From an optimization exercise on the open Yosys and OpenROAD flow, aimed at small area and a short achievable clock period; shortcuts taken in it are not production practice. The RTL was checked by simulation tests, not by an equivalence proof against the original design. Power and IR drop assume default switching activity.

Design csr_unit, start of the top module:
module csr_unit (
  input  logic        clk,
  input  logic        rst_n,
  input  logic        req_valid,
  output logic        req_ready,
  input  logic [1:0]  req_op,
  input  logic [11:0] req_addr,
  input  logic [31:0] req_wdata,
  output logic        rsp_valid,
  output logic [31:0] rsp_rdata,
  output logic        rsp_illegal,
  input  logic [1:0]  evt_kind,
  input  logic [3:0]  evt_cause,
  input  logic [31:0] evt_pc,
  input  logic [31:0] evt_tval,
  output logic        redirect_valid,
  output logic [31:0] redirect_pc,
  output logic [1:0]  priv,
  output logic        machine_interrupt
);
For scale: about 3,000 cells after synthesis, about 500 flip-flops, about 190 I/O pins, roughly 26,000 sq um of cells after synthesis.
clock: 5.0 ns
lec_check: 0
abc_area: 1
cap_margin: 20
core_margin: 2
core_utilization: 40
cts_buf_list: sky130_fd_sc_hd__clkbuf_8
setup_slack_margin: 2.4
slew_margin: 20
standard.sh (not shown) runs the stock make flow with config.mk's settings and CLKGATE_MAP_FILE= SYNTH_SCRIPT=/design/flow/synth_recipe.tcl, a recipe that flattens the netlist after the stock synthesis.
==> flow/flow/run.sh <==
#!/bin/bash
# The standard layout, with plain sky130_fd_sc_hd__buf_1 cells as the
# input and output port buffers (buffer_ports otherwise picks a slow delay
# buffer); timing repair sizes them up where needed. The flow's full output
# goes to standard.log.
set -euo pipefail
export BUFFER_PORTS_ARGS="-buffer_cell sky130_fd_sc_hd__buf_1"
bash standard.sh > standard.log 2>&1
Then changed:
--- a/flow/design.v
+++ b/flow/design.v
@@ -245,24 +245,24 @@
     for (int i = 0; i < 32; i++) begin
       if (!MS_K[i]  && ((w_mstatus && act[i]) || ew_mstatus)) mstatus_r[i] <= set[i];
       if (!S_INT[i] && ((w_mie && act[i]) || ew_mie))         mie_r[i]     <= set[i];
       if (!S_INT[i] && ((w_mip && act[i]) || ew_mip))         mip_r[i]     <= set[i];
       if ((w_medeleg  && act[i]) || ew_medeleg)  medeleg_r[i]  <= set[i];
       if ((w_mtvec    && act[i]) || ew_mtvec)    mtvec_r[i]    <= set[i];
       if ((w_mscratch && act[i]) || ew_mscratch) mscratch_r[i] <= set[i];
       if ((w_stvec    && act[i]) || ew_stvec)    stvec_r[i]    <= set[i];
       if ((w_sscratch && act[i]) || ew_sscratch) sscratch_r[i] <= set[i];
-      if ((w_mepc   && act[i]) || ew_mepc)   mepc_r[i]   <= trap ? evt_pc[i]   : set[i];
-      if ((w_mcause && act[i]) || ew_mcause) mcause_r[i] <= trap ? mcause_t[i] : set[i];
-      if ((w_mtval  && act[i]) || ew_mtval)  mtval_r[i]  <= trap ? mtval_t[i]  : set[i];
-      if ((w_sepc   && act[i]) || ew_sepc)   sepc_r[i]   <= trap ? evt_pc[i]   : set[i];
-      if ((w_scause && act[i]) || ew_scause) scause_r[i] <= trap ? ((i < 4) ? evt_cause[i % 4] : 1'b0) : set[i];
-      if ((w_stval  && act[i]) || ew_stval)  stval_r[i]  <= trap ? evt_tval[i] : set[i];
+      if ((w_mepc   && act[i]) || ew_mepc)   mepc_r[i]   <= w_mepc ? set[i] : evt_pc[i];
+      if ((w_mcause && act[i]) || ew_mcause) mcause_r[i] <= w_mcause ? set[i] : mcause_t[i];
+      if ((w_mtval  && act[i]) || ew_mtval)  mtval_r[i]  <= w_mtval ? set[i] : mtval_t[i];
+      if ((w_sepc   && act[i]) || ew_sepc)   sepc_r[i]   <= w_sepc ? set[i] : evt_pc[i];
+      if ((w_scause && act[i]) || ew_scause) scause_r[i] <= w_scause ? set[i] : ((i < 4) ? evt_cause[i % 4] : 1'b0);
+      if ((w_stval  && act[i]) || ew_stval)  stval_r[i]  <= w_stval ? set[i] : evt_tval[i];
     end
   end
   always_ff @(posedge clk or negedge rst_n) begin
     if (!rst_n) begin
       rsp_valid      <= 1'b0;
       redirect_valid <= 1'b0;
     end else begin
       rsp_valid      <= xfer;
       redirect_valid <= trap;
@@ -280,36 +280,36 @@
   logic        t_m, t_v, t_s;
   assign vt_lo  = {1'b0, mtvec[5:2]} + {1'b0, icause};
   assign vt_hi1 = mtvec[31:6] + 26'd1;
   assign vt     = {vt_lo[4] ? vt_hi1 : mtvec[31:6], vt_lo[3:0]};
   assign t_v    = irq && mtvec[0];
   assign t_m    = (irq && !mtvec[0]) || (exc && !to_s);
   assign t_s    = exc && to_s;
   logic r_sstatus, r_sie, r_stvec, r_sscratch, r_sepc, r_scause, r_stval, r_sip;
   logic r_mstatus, r_misa, r_medeleg, r_mie, r_mtvec, r_mscratch, r_mepc, r_mcause, r_mtval, r_mip;
-  assign r_sstatus  = s_sstatus  && !trap;
-  assign r_sie      = s_sie      && !trap;
-  assign r_stvec    = s_stvec    && !trap;
-  assign r_sscratch = s_sscratch && !trap;
-  assign r_sepc     = s_sepc     && !trap;
-  assign r_scause   = s_scause   && !trap;
-  assign r_stval    = s_stval    && !trap;
-  assign r_sip      = s_sip      && !trap;
-  assign r_mstatus  = s_mstatus  && !trap;
-  assign r_misa     = s_misa     && !trap;
-  assign r_medeleg  = s_medeleg  && !trap;
-  assign r_mie      = s_mie      && !trap;
-  assign r_mtvec    = s_mtvec    && !trap;
-  assign r_mscratch = s_mscratch && !trap;
-  assign r_mepc     = s_mepc     && !trap;
-  assign r_mcause   = s_mcause   && !trap;
-  assign r_mtval    = s_mtval    && !trap;
-  assign r_mip      = s_mip      && !trap;
+  assign r_sstatus  = s_sstatus  && xfer;
+  assign r_sie      = s_sie      && xfer;
+  assign r_stvec    = s_stvec    && xfer;
+  assign r_sscratch = s_sscratch && xfer;
+  assign r_sepc     = s_sepc     && xfer;
+  assign r_scause   = s_scause   && xfer;
+  assign r_stval    = s_stval    && xfer;
+  assign r_sip      = s_sip      && xfer;
+  assign r_mstatus  = s_mstatus  && xfer;
+  assign r_misa     = s_misa     && xfer;
+  assign r_medeleg  = s_medeleg  && xfer;
+  assign r_mie      = s_mie      && xfer;
+  assign r_mtvec    = s_mtvec    && xfer;
+  assign r_mscratch = s_mscratch && xfer;
+  assign r_mepc     = s_mepc     && xfer;
+  assign r_mcause   = s_mcause   && xfer;
+  assign r_mtval    = s_mtval    && xfer;
+  assign r_mip      = s_mip      && xfer;
   assign out_d = ({32{r_sstatus}}  & (mstatus & 32'h0000_0122)) |
                  ({32{r_sie}}      & (mie & S_INT)) |
                  ({32{r_stvec}}    & stvec) |
                  ({32{t_s}}        & {stvec[31:2], 2'b00}) |
                  ({32{r_sscratch}} & sscratch) |
                  ({32{r_sepc || sret}} & sepc) |
                  ({32{r_scause}}   & scause) |
                  ({32{r_stval}}    & stval) |
                  ({32{r_sip}}      & (mip & S_INT)) |
=>
- clock power increases by about 3%
- area after synthesis barely changes
- global-route usage came out higher by 0.52 points
- setup slack gets worse by 24 ps
- critical path depth climbs by 4
- total power drops by about 2%
- final cell count rises by about 1.5%
- final area is higher by 1.2%
- wire length went up by 2.2%

## what the ideal ports hide
In the flow no input, the clock included, has a driving cell. The finished layouts below were timed again as built, in two steps. Step 1 sets driving cells, clkbuf_16 on the clock port and buf_2 on the other inputs (assumed; they add their load-dependent delay and slew). Step 2 also shifts input and output timing later by t, the mid clock arrival at the registers, as if the neighbouring blocks saw the same clock. a / b / c = ideal ports / drivers / drivers and shift; a / b = the first two.
run | t, ns | slack for setup (ns) | latest minus earliest clock arrival (ns)
the first run | 0.738 | 2.359 / 2.343 / 1.605 | 0.041 / 0.040
the second run | 0.752 | 2.335 / 2.362 / 1.618 | 0.038 / 0.038
After both steps setup and hold are still met in every run listed. For the first run, which loses most, drivers alone change the setup slack by -0.016 ns; drivers and shift together by -0.754 ns.
